Context: an optimization exercise on an open-source flow, tuned for small area, a short achievable clock period and few clock cycles per item. The choices shown serve that exercise and are no tape-out recipe.
The RTL was checked by simulation tests, not by an equivalence proof against the original design.
Power is estimated from default activity; no workload was simulated.

`flow/design.v`:
```
package tomasulo_pkg;
  localparam int data_w   = 32;
  localparam int reg_w    = 3;
  localparam int num_regs = 8;
  localparam int op_w     = 3;
  localparam int instr_w  = 12;
  typedef logic [data_w-1:0] data_t;
  typedef logic [reg_w-1:0]  reg_idx_t;
  typedef logic [op_w-1:0]   opcode_t;
  localparam opcode_t op_nop = 3'd0;
  localparam opcode_t op_ld  = 3'd1;
  localparam opcode_t op_st  = 3'd2;
  localparam opcode_t op_add = 3'd3;
  localparam opcode_t op_mul = 3'd4;
  localparam int rs_depth = 4;
  localparam int add_latency = 2;
  localparam int mul_latency = 4;
  typedef enum logic {
    fu_add,
    fu_mul
  } fu_kind_t;
  typedef struct packed {
    logic     valid;
    reg_idx_t dest;
    data_t    data;
  } cdb_t;
endpackage
`timescale 1ns/10ps
module issue_unit (
  input  logic                             clk,
  input  logic                             rst,
  input  logic                             instr_req,
  input  logic [tomasulo_pkg::instr_w-1:0] instr,
  input  tomasulo_pkg::data_t              rd_a_val,
  input  tomasulo_pkg::data_t              rd_b_val,
  input  logic                             rd_a_busy,
  input  logic                             rd_b_busy,
  input  logic                             dest_busy,
  output logic                             instr_ack,
  output tomasulo_pkg::reg_idx_t           rd_a_addr,
  output tomasulo_pkg::reg_idx_t           rd_b_addr,
  output tomasulo_pkg::reg_idx_t           dest_addr,
  output logic                             mark_busy,
  output logic                             add_issue_valid,
  output logic                             mul_issue_valid,
  input  logic                             add_issue_full,
  input  logic                             mul_issue_full
);
  tomasulo_pkg::opcode_t  op;
  tomasulo_pkg::reg_idx_t dest;
  tomasulo_pkg::reg_idx_t src_a;
  tomasulo_pkg::reg_idx_t src_b;
  logic     is_add;
  logic     is_mul;
  logic     dest_free;
  logic     can_issue;
  logic     accept;
  assign {op, dest, src_a, src_b} = instr;
  assign rd_a_addr = src_a;
  assign rd_b_addr = src_b;
  assign dest_addr = dest;
  always_comb begin
    is_add = (op == tomasulo_pkg::op_add);
    is_mul = (op == tomasulo_pkg::op_mul);
    dest_free = (dest == '0) || !dest_busy;
    if (is_add) begin
      can_issue = dest_free && !add_issue_full;
    end else if (is_mul) begin
      can_issue = dest_free && !mul_issue_full;
    end else begin
      can_issue = 1'b1;
    end
  end
  assign accept = instr_req && !instr_ack && can_issue;
  assign mark_busy = accept && (is_add || is_mul) && (dest != '0);
  assign add_issue_valid = accept && is_add;
  assign mul_issue_valid = accept && is_mul;
  always_ff @(posedge clk) begin
    if (rst) begin
      instr_ack <= 1'b0;
    end else if (accept) begin
      instr_ack <= 1'b1;
    end else if (instr_ack && !instr_req) begin
      instr_ack <= 1'b0;
    end
  end
endmodule
`timescale 1ns/10ps
module register_status_file (
  input  logic                   clk,
  input  logic                   rst,
  input  tomasulo_pkg::reg_idx_t rd_a_addr,
  input  tomasulo_pkg::reg_idx_t rd_b_addr,
  input  tomasulo_pkg::reg_idx_t dest_addr,
  input  tomasulo_pkg::reg_idx_t dbg_addr,
  input  logic                   mark_busy,
  input  tomasulo_pkg::cdb_t     cdb,
  output tomasulo_pkg::data_t    rd_a_val,
  output tomasulo_pkg::data_t    rd_b_val,
  output tomasulo_pkg::data_t    dbg_data,
  output logic                   rd_a_busy,
  output logic                   rd_b_busy,
  output logic                   dest_busy,
  output logic                   dbg_busy
);
  tomasulo_pkg::data_t               regs [tomasulo_pkg::num_regs];
  logic [tomasulo_pkg::num_regs-1:0] busy;
  logic                cdb_wr;
  assign cdb_wr = cdb.valid && (cdb.dest != '0);
  function automatic logic [tomasulo_pkg::data_w-1:0] read_val(input logic [tomasulo_pkg::reg_w-1:0] addr);
    logic [tomasulo_pkg::data_w-1:0] val;
    if (addr == '0) begin
      val = '0;
    end else if (cdb_wr && (cdb.dest == addr)) begin
      val = cdb.data;
    end else begin
      val = regs[addr];
    end
    read_val = val;
  endfunction
  function automatic logic read_busy(input logic [tomasulo_pkg::reg_w-1:0] addr);
    read_busy = busy[addr] && !(cdb_wr && (cdb.dest == addr));
  endfunction
  always_comb begin
    rd_a_val  = read_val(rd_a_addr);
    rd_b_val  = read_val(rd_b_addr);
    rd_a_busy = read_busy(rd_a_addr);
    rd_b_busy = read_busy(rd_b_addr);
    dest_busy = read_busy(dest_addr);
  end
  assign dbg_data = regs[dbg_addr];
  assign dbg_busy = busy[dbg_addr];
  always_ff @(posedge clk) begin
    if (rst) begin
      for (int r = 0; r < tomasulo_pkg::num_regs; r++) begin
        regs[r] <= tomasulo_pkg::data_t'(r);
      end
      busy <= '0;
    end else begin
      if (cdb_wr) begin
        regs[cdb.dest] <= cdb.data;
        busy[cdb.dest] <= 1'b0;
      end
      if (mark_busy && (dest_addr != '0)) begin
        busy[dest_addr] <= 1'b1;
      end
    end
  end
endmodule
`timescale 1ns/10ps
module reservation_station (
  input  logic                   clk,
  input  logic                   rst,
  input  tomasulo_pkg::cdb_t     cdb,
  input  logic                   iss_valid,
  input  tomasulo_pkg::reg_idx_t iss_dest,
  input  logic                   iss_a_ready,
  input  tomasulo_pkg::reg_idx_t iss_a_tag,
  input  tomasulo_pkg::data_t    iss_a_val,
  input  logic                   iss_b_ready,
  input  tomasulo_pkg::reg_idx_t iss_b_tag,
  input  tomasulo_pkg::data_t    iss_b_val,
  output logic                   iss_full,
  output logic                   disp_valid,
  output tomasulo_pkg::reg_idx_t disp_dest,
  output tomasulo_pkg::data_t    disp_a,
  output tomasulo_pkg::data_t    disp_b,
  input  logic                   disp_ready
);
  typedef logic [$clog2(tomasulo_pkg::rs_depth)-1:0] slot_t;
  logic [tomasulo_pkg::rs_depth-1:0] in_use;
  logic [tomasulo_pkg::rs_depth-1:0] a_rdy;
  logic [tomasulo_pkg::rs_depth-1:0] b_rdy;
  tomasulo_pkg::reg_idx_t            dest_q [tomasulo_pkg::rs_depth];
  tomasulo_pkg::reg_idx_t            a_tag  [tomasulo_pkg::rs_depth];
  tomasulo_pkg::reg_idx_t            b_tag  [tomasulo_pkg::rs_depth];
  tomasulo_pkg::data_t               a_val  [tomasulo_pkg::rs_depth];
  tomasulo_pkg::data_t               b_val  [tomasulo_pkg::rs_depth];
  logic [tomasulo_pkg::rs_depth-1:0] a_hit;
  logic [tomasulo_pkg::rs_depth-1:0] b_hit;
  logic [tomasulo_pkg::rs_depth-1:0] ready;
  slot_t               alloc_idx;
  slot_t               disp_idx;
  logic                disp_any;
  logic                do_alloc;
  logic                do_disp;
  always_comb begin
    for (int i = 0; i < tomasulo_pkg::rs_depth; i++) begin
      a_hit[i] = in_use[i] && !a_rdy[i] && cdb.valid && (cdb.dest == a_tag[i]);
      b_hit[i] = in_use[i] && !b_rdy[i] && cdb.valid && (cdb.dest == b_tag[i]);
    end
  end
  assign ready = in_use & a_rdy & b_rdy;
  always_comb begin
    alloc_idx = '0;
    disp_idx  = '0;
    disp_any  = 1'b0;
    for (int i = tomasulo_pkg::rs_depth - 1; i >= 0; i--) begin
      if (!in_use[i]) begin
        alloc_idx = slot_t'(i);
      end
      if (ready[i]) begin
        disp_idx = slot_t'(i);
        disp_any = 1'b1;
      end
    end
  end
  assign iss_full = &in_use;
  assign do_alloc = iss_valid && !iss_full;
  assign disp_valid = disp_any;
  assign disp_dest  = dest_q[disp_idx];
  assign disp_a     = a_val[disp_idx];
  assign disp_b     = b_val[disp_idx];
  assign do_disp    = disp_valid && disp_ready;
  always_ff @(posedge clk) begin
    if (rst) begin
      in_use <= '0;
      a_rdy  <= '0;
      b_rdy  <= '0;
    end else begin
      a_rdy <= a_rdy | a_hit;
      b_rdy <= b_rdy | b_hit;
      if (do_disp) begin
        in_use[disp_idx] <= 1'b0;
      end
      if (do_alloc) begin
        in_use[alloc_idx] <= 1'b1;
        a_rdy[alloc_idx]  <= iss_a_ready;
        b_rdy[alloc_idx]  <= iss_b_ready;
      end
    end
  end
  always_ff @(posedge clk) begin
    for (int i = 0; i < tomasulo_pkg::rs_depth; i++) begin
      if (a_hit[i]) begin
        a_val[i] <= cdb.data;
      end
      if (b_hit[i]) begin
        b_val[i] <= cdb.data;
      end
    end
    if (do_alloc) begin
      dest_q[alloc_idx] <= iss_dest;
      a_tag[alloc_idx]  <= iss_a_tag;
      b_tag[alloc_idx]  <= iss_b_tag;
      a_val[alloc_idx]  <= iss_a_val;
      b_val[alloc_idx]  <= iss_b_val;
    end
  end
endmodule
`timescale 1ns/10ps
module functional_unit #(
  parameter logic                   kind    = tomasulo_pkg::fu_add,
  parameter int                     latency = tomasulo_pkg::add_latency
) (
  input  logic                   clk,
  input  logic                   rst,
  input  logic                   disp_valid,
  input  tomasulo_pkg::reg_idx_t disp_dest,
  input  tomasulo_pkg::data_t    disp_a,
  input  tomasulo_pkg::data_t    disp_b,
  output logic                   disp_ready,
  output logic                   res_valid_o,
  output tomasulo_pkg::reg_idx_t res_dest,
  output tomasulo_pkg::data_t    res_data_o,
  input  logic                   res_grant
);
  typedef logic [$clog2(latency + 1)-1:0] count_t;
  logic     running;
  logic     res_valid;
  count_t   count;
  logic     start;
  logic     finish;
  tomasulo_pkg::reg_idx_t dest_q;
  tomasulo_pkg::data_t    op_a;
  tomasulo_pkg::data_t    op_b;
  tomasulo_pkg::data_t    result;
  tomasulo_pkg::data_t    res_data;
  assign disp_ready = !running && !res_valid;
  assign start      = disp_valid && disp_ready;
  assign finish     = running && (count == '0);
  assign result = (kind == tomasulo_pkg::fu_add) ? op_a + op_b : op_a * op_b;
  assign res_valid_o = res_valid;
  assign res_dest    = dest_q;
  assign res_data_o  = res_data;
  always_ff @(posedge clk) begin
    if (rst) begin
      running   <= 1'b0;
      res_valid <= 1'b0;
      count     <= '0;
    end else begin
      if (start) begin
        running <= 1'b1;
        count   <= count_t'(latency - 1);
      end else if (finish) begin
        running   <= 1'b0;
        res_valid <= 1'b1;
      end else if (running) begin
        count <= count - 1'b1;
      end
      if (res_valid && res_grant) begin
        res_valid <= 1'b0;
      end
    end
  end
  always_ff @(posedge clk) begin
    if (start) begin
      dest_q <= disp_dest;
      op_a   <= disp_a;
      op_b   <= disp_b;
    end
    if (finish) begin
      res_data <= result;
    end
  end
endmodule
`timescale 1ns/10ps
module cdb_arbiter (
  input  logic                   add_valid,
  input  tomasulo_pkg::reg_idx_t add_dest,
  input  tomasulo_pkg::data_t    add_data,
  output logic                   add_grant,
  input  logic                   mul_valid,
  input  tomasulo_pkg::reg_idx_t mul_dest,
  input  tomasulo_pkg::data_t    mul_data,
  output logic                   mul_grant,
  output tomasulo_pkg::cdb_t     cdb
);
  assign add_grant = add_valid;
  assign mul_grant = mul_valid && !add_valid;
  always_comb begin
    cdb = '0;
    if (add_grant) begin
      cdb.valid = 1'b1;
      cdb.dest  = add_dest;
      cdb.data  = add_data;
    end else if (mul_grant) begin
      cdb.valid = 1'b1;
      cdb.dest  = mul_dest;
      cdb.data  = mul_data;
    end
  end
endmodule
`timescale 1ns/10ps
module tomasulo_core (
  input  logic                             clk,
  input  logic                             rst,
  input  logic                             instr_req,
  input  logic [tomasulo_pkg::instr_w-1:0] instr,
  input  logic [tomasulo_pkg::reg_w-1:0]   dbg_addr,
  output logic                             instr_ack,
  output logic [tomasulo_pkg::data_w-1:0]  dbg_data,
  output logic                             dbg_busy,
  output logic                             wb_valid,
  output logic [tomasulo_pkg::reg_w-1:0]   wb_dest,
  output logic [tomasulo_pkg::data_w-1:0]  wb_data
);
  tomasulo_pkg::data_t    rd_a_val;
  tomasulo_pkg::data_t    rd_b_val;
  logic     rd_a_busy;
  logic     rd_b_busy;
  logic     dest_busy;
  tomasulo_pkg::reg_idx_t rd_a_addr;
  tomasulo_pkg::reg_idx_t rd_b_addr;
  tomasulo_pkg::reg_idx_t dest_addr;
  logic     mark_busy;
  tomasulo_pkg::cdb_t     cdb;
  logic     add_iss_valid;
  logic     mul_iss_valid;
  logic     add_iss_full;
  logic     mul_iss_full;
  logic     add_disp_valid;
  tomasulo_pkg::reg_idx_t add_disp_dest;
  tomasulo_pkg::data_t    add_disp_a;
  tomasulo_pkg::data_t    add_disp_b;
  logic     add_disp_ready;
  logic     mul_disp_valid;
  tomasulo_pkg::reg_idx_t mul_disp_dest;
  tomasulo_pkg::data_t    mul_disp_a;
  tomasulo_pkg::data_t    mul_disp_b;
  logic     mul_disp_ready;
  logic     add_res_valid;
  tomasulo_pkg::reg_idx_t add_res_dest;
  tomasulo_pkg::data_t    add_res_data;
  logic     add_res_grant;
  logic     mul_res_valid;
  tomasulo_pkg::reg_idx_t mul_res_dest;
  tomasulo_pkg::data_t    mul_res_data;
  logic     mul_res_grant;
  issue_unit issue_unit_inst (
    .clk(clk), .rst(rst),
    .instr_req(instr_req), .instr(instr), .instr_ack(instr_ack),
    .rd_a_val(rd_a_val), .rd_b_val(rd_b_val),
    .rd_a_busy(rd_a_busy), .rd_b_busy(rd_b_busy), .dest_busy(dest_busy),
    .rd_a_addr(rd_a_addr), .rd_b_addr(rd_b_addr), .dest_addr(dest_addr),
    .mark_busy(mark_busy),
    .add_issue_valid(add_iss_valid), .mul_issue_valid(mul_iss_valid),
    .add_issue_full(add_iss_full), .mul_issue_full(mul_iss_full)
  );
  register_status_file regfile_inst (
    .clk(clk), .rst(rst),
    .rd_a_addr(rd_a_addr), .rd_b_addr(rd_b_addr), .dest_addr(dest_addr),
    .dbg_addr(dbg_addr), .mark_busy(mark_busy), .cdb(cdb),
    .rd_a_val(rd_a_val), .rd_b_val(rd_b_val), .dbg_data(dbg_data),
    .rd_a_busy(rd_a_busy), .rd_b_busy(rd_b_busy), .dest_busy(dest_busy),
    .dbg_busy(dbg_busy)
  );
  reservation_station add_rs_inst (
    .clk(clk), .rst(rst), .cdb(cdb),
    .iss_valid(add_iss_valid), .iss_dest(dest_addr),
    .iss_a_ready(!rd_a_busy), .iss_a_tag(rd_a_addr), .iss_a_val(rd_a_val),
    .iss_b_ready(!rd_b_busy), .iss_b_tag(rd_b_addr), .iss_b_val(rd_b_val),
    .iss_full(add_iss_full),
    .disp_valid(add_disp_valid), .disp_dest(add_disp_dest),
    .disp_a(add_disp_a), .disp_b(add_disp_b), .disp_ready(add_disp_ready)
  );
  reservation_station mul_rs_inst (
    .clk(clk), .rst(rst), .cdb(cdb),
    .iss_valid(mul_iss_valid), .iss_dest(dest_addr),
    .iss_a_ready(!rd_a_busy), .iss_a_tag(rd_a_addr), .iss_a_val(rd_a_val),
    .iss_b_ready(!rd_b_busy), .iss_b_tag(rd_b_addr), .iss_b_val(rd_b_val),
    .iss_full(mul_iss_full),
    .disp_valid(mul_disp_valid), .disp_dest(mul_disp_dest),
    .disp_a(mul_disp_a), .disp_b(mul_disp_b), .disp_ready(mul_disp_ready)
  );
  functional_unit #(.kind(tomasulo_pkg::fu_add), .latency(tomasulo_pkg::add_latency)) add_unit_inst (
    .clk(clk), .rst(rst),
    .disp_valid(add_disp_valid), .disp_dest(add_disp_dest),
    .disp_a(add_disp_a), .disp_b(add_disp_b), .disp_ready(add_disp_ready),
    .res_valid_o(add_res_valid), .res_dest(add_res_dest), .res_data_o(add_res_data),
    .res_grant(add_res_grant)
  );
  functional_unit #(.kind(tomasulo_pkg::fu_mul), .latency(tomasulo_pkg::mul_latency)) mul_unit_inst (
    .clk(clk), .rst(rst),
    .disp_valid(mul_disp_valid), .disp_dest(mul_disp_dest),
    .disp_a(mul_disp_a), .disp_b(mul_disp_b), .disp_ready(mul_disp_ready),
    .res_valid_o(mul_res_valid), .res_dest(mul_res_dest), .res_data_o(mul_res_data),
    .res_grant(mul_res_grant)
  );
  cdb_arbiter cdb_arbiter_inst (
    .add_valid(add_res_valid), .add_dest(add_res_dest), .add_data(add_res_data),
    .add_grant(add_res_grant),
    .mul_valid(mul_res_valid), .mul_dest(mul_res_dest), .mul_data(mul_res_data),
    .mul_grant(mul_res_grant),
    .cdb(cdb)
  );
  assign wb_valid = cdb.valid;
  assign wb_dest  = cdb.dest;
  assign wb_data  = cdb.data;
endmodule
```
`flow/run.sh`:
```
#!/bin/bash
# synth_recipe.tcl (not shown) runs the flow's synth.tcl, then flattens the netlist and writes it again
# the make line also repeats each setting of config.mk as NAME=value (left out here)
make -C /OpenROAD-flow-scripts/flow DESIGN_CONFIG=/design/flow/config.mk WORK_HOME=/design/flow/orfs CLKGATE_MAP_FILE= SYNTH_SCRIPT=/design/flow/synth_recipe.tcl finish
```
`flow/config.mk`:
```
export PLATFORM = sky130hd
export DESIGN_NAME = tomasulo_core
export DESIGN_NICKNAME = tomasulo_core
export VERILOG_FILES = /design/flow/design.v
export SDC_FILE = /design/flow/constraint.sdc
export NUM_CORES = 4
export LEC_CHECK = 0
export CAP_MARGIN = 20
export CORE_MARGIN = 2
export CORE_UTILIZATION = 40
export SLEW_MARGIN = 20
```
`flow/constraint.sdc`:
```
create_clock -name core_clock -period 9.0 [get_ports {clk}]
set_input_delay 1.8000 -clock core_clock [delete_from_list [all_inputs] [get_ports {clk}]]
set_output_delay 1.8000 -clock core_clock [all_outputs]
set_load 0.01 [all_outputs]
```
==> impl_metrics.ini <==
[min_path]
worstHoldStart = issue_unit_inst.instr_ack$_SDFFE_PP0P_
hp-class = reg -> reg

[worst_setup_path]
cp_slowest_cell = edfxtp_1
path_max_fanout = 24
worstSetupStartpointType = flop
rr_startpoint = mul_unit_inst.op_b[8]$_DFFE_PP_
worstPathCellList = nand2_1 > fa_1 > inv_1 > fa_1 > fa_1 > inv_1 > fa_1 > inv_1 > fa_1 > ha_1 > fa_1 > fa_1 > ha_1 > and3_1 > and3_1 > o2111ai_1 > a21bo_2 > a21oi_1 > a211o_1 > a21oi_1 > xnor2_1
worst-setup-path-type = reg -> reg
reg2reg_depth = 21
cp_data_arrival_time_ns = 7.97
crit_buf_inv = 3
startpoint = mul_unit_inst.op_b[8]$_DFFE_PP_
critPathCapture = mul_unit_inst.res_data[30]$_DFFE_PP_
critical_path.max_stage_delay_ns = 1.07
critPathRequiredTime_ns = 9.48
crit_top_cell = fa_1
crit_family = adder cells
end_kind = flop
regToRegEndpoint = mul_unit_inst.res_data[30]$_DFFE_PP_
regToRegSetupSlack_ns = 1.50
crit_cells = 21

[clocking]
cts_repair_resize_count = 0
cts_tree = built
cts_made_buffers = 117
root_buffer = clkbuf_16
hold_buffers = 0
clockBufferDepth = 3
cts_setup_buffers = 0
clock_sinks = 1080
htree_levels = 3
cts.clk_slew.worst_paths_ns = 0.07
clk_latency_ns = 0.75

[grt]
grt_pass1_wl_mm = 316
grtUsageTotal_pct = 25.3
grt_start_max_net_pins = 100
gr-total-overflow = 0
antenna_found_initial = 7
grt_pass1_vias = 47200

[power_and_ir_drop]
power_density_nw_per_um2 = 147
p_comb_share_pct = 5.3
switchingPower_mw = 2.46
peakVddDrop_mv = 0.185
netSwitchingFraction_pct = 22.8
power_frac_seq_pct = 51.3
p_total_mw = 10.8
p_leak_nw = 27.9
pwr-share-clk_pct = 43.4
p_int_mw = 8.33

[placed_design]
hpwlAfterDp_mm = 143
dpl_worst_slack_ns = 1.51
portBuffers = 87
gp_congestion = 0.889

[sta]
fin_hold_ws_ns = 0.483
setup_tns_ns = 0
rsz0062_at_grt = no
fin_skew_ns = 0.0320
hold_viol_final = 0
final.period_utilization_pct = 83.3
slew_viol_final = 0
period_needed_ns = 7.50
final-setup-viol-count = 0
slew_headroom_pct = 20.0
fmax_mhz = 133
worstMarginPinSlew_ns = 1.19
setup_ws_ns = 1.50

[final_layout]
drive_gt1_share_pct = 9.18
fin_nets = 6372
syn2layout_area_growth_pct = 10.3
fillCellCount = 15200

[logic_synthesis]
synthDistinctLibCells = 72
synth_area_leaders = edfxtp_1 47%, fa_1 12%, mux4_2 4.6%
synthArstFlopShare_pct = 0
synth_common_cells = 1038 x edfxtp_1, 777 x nand2_1, 589 x o21ai_0, 461 x inv_1, 409 x fa_1
synth_area_leader_cell = edfxtp_1
synthCells = 5834
synth_top_area_share_pct = 46.8
synth_ff_type = edfxtp_1
postSynthAreaPerCell_um2 = 11.4
yosysWarnings = 6
synth_nets = 6440
synth_edf_count = 1038
yosysMostFrequentCell = edfxtp_1
ys_seq_area_share_pct = 48.1
ys_ff_latch = 1080
synthesis.area_um2 = 66600

[floorplan]
die_h_um = 412
initial_utilization_pct = 40.3
rows = 149
die_w_um = 412
fp.dieArea_um2 = 170000
core_area_um2 = 165000
pin_count = 88

[status]
status = timing/DRC/antenna clean

[drt]
ant_nets = 0
totalWireLength_mm = 216
wl_per_cell_um = 26.8
firstDrtPassIters = 9
drc_errors = 0
num_vias = 47300
via_per_inst = 5.88
drtIter0Drc = 5835

[run]
drv_cap = 0
worst min path at each step:
stage	to	slack [ns]	cells past startpoint
3_5_place_dp	issue_unit_inst.instr_ack$_SDFFE_PP0P_	0.48	2
2_1_floorplan	add_rs_inst.b_rdy[1]$_SDFF_PP0_	0.47	2
5_1_grt	issue_unit_inst.instr_ack$_SDFFE_PP0P_	0.51	2
4_1_cts	issue_unit_inst.instr_ack$_SDFFE_PP0P_	0.48	2
6_report	issue_unit_inst.instr_ack$_SDFFE_PP0P_	0.48	2
3_3_place_gp	issue_unit_inst.instr_ack$_SDFFE_PP0P_	0.48	2
worst min-delay path: stages (launching register included):
cell	delay (ns)
dfxtp_1	0.33
nand2_1	0.06
a21oi_1	0.05
sequential cells by signal, summed over array words and instances, names as in the netlist, 128 cells and up:
name / flops
add_rs_inst.a_val: 128
add_rs_inst.b_val: 128
mul_rs_inst.b_val: 128
mul_rs_inst.a_val: 128
regfile_inst.regs: 256
cell usage in the layout, fill, tap and decap left out, drive strengths merged, types with 7 or more instances in the layout:
cell type / count
or2: 17
o31ai: 9
o21bai: 8
xor2: 26
or3: 14
buf: 139
nand3b: 13
fa: 409
a22oi: 109
inv: 466
clkbuf: 157
a211oi: 76
o21a: 15
edfxtp: 1038
o21ai: 635
nand3: 35
nand4: 14
nor4: 7
mux2: 34
dfxtp: 42
ha: 179
a21oi: 124
a31oi: 7
nand2: 785
clkdlybuf4s50: 77
clkinv: 46
nor2b: 10
a222oi: 67
and3: 15
o211ai: 71
nand2b: 21
mux4: 136
nor2: 372
and2: 292
mux2i: 134
a21o: 26
nor3: 34
xnor2: 141
stage by stage:
step                      instances  util, %  area (µm²)
after floorplan                5834        -       66600
after global placement         7826     42.2       69700
after detailed placement       7830     42.2       69700
after CTS                      8046     44.4       73400
after global routing           8052     44.5       73500
final                          8053     44.5       73500
power groups by stage:
| stage | Clock (mW) | Combinational (mW) | Sequential [mW] |
|---|---|---|---|
| floorplan | 0 | 0.327 | 5.64 |
| global placement | 0 | 0.564 | 5.64 |
| detailed placement | 0 | 0.566 | 5.65 |
| CTS | 4.72 | 0.568 | 5.54 |
| global route | 4.91 | 0.599 | 5.54 |
| finish | 4.68 | 0.570 | 5.54 |
metal layers:
layer	track usage, %	vias to the layer above	wire length, µm
met5	0	-	13
met3	3.80	420	18900
met4	9.47	2	8520
met2	41.4	2412	103000
met1	34.2	24000	85500
li1	-	20400	-
area by class of cell:
class / count / area (µm²) / share of cell area, %
inverter: 463 / 1740 / 2.37
clock buffer: 155 / 3150 / 4.29
sequential: 1080 / 32000 / 43.6
multi-input combinational: 3886 / 31500 / 42.8
clock inverter: 61 / 498 / 0.678
timing repair buffer: 218 / 1860 / 2.53
tap: 2189 / 2740 / 3.73
antenna: 1 / 2.50 / 0.00341
kinds of logic after synthesis:
kind of cell,synth area share [%]
buf+inv,4.99
xor+xnor,2.20
compound gates,10.9
flops,48.1
simple gates,11.1
fa+ha+maj,15.7
mux,7.19
Testbench counts, summed over its fixed seeds: cycles 15,007, instrs 4,800.

[separate check: timing with driven ports]
The results above use ideal ports. As a check the final layout listed here was re-extracted and re-timed, cells and wires unchanged. Step 1 (the two cells are an assumption about what drives the block):
set clk [get_ports {clk}]
set_driving_cell -lib_cell sky130_fd_sc_hd__clkbuf_16 $clk
set_driving_cell -lib_cell sky130_fd_sc_hd__buf_2 [delete_from_list [all_inputs] $clk]
Step 2, shift: input delay + t, output delay - t, t = (earliest + latest rising clock arrival at the registers) / 2. This alone moves slack from input paths to output paths. Slacks: ideal / step 1 / step 2; pairs: ideal / step 1.
shift t [ns]: 0.807
slack for setup (ns): 1.504 / 1.504 / 1.504
cell pins on the clock port's net: 1
After both steps setup and hold are still met in this run. For this run, drivers alone change the setup slack by 0.000 ns; drivers and shift together by 0.000 ns.
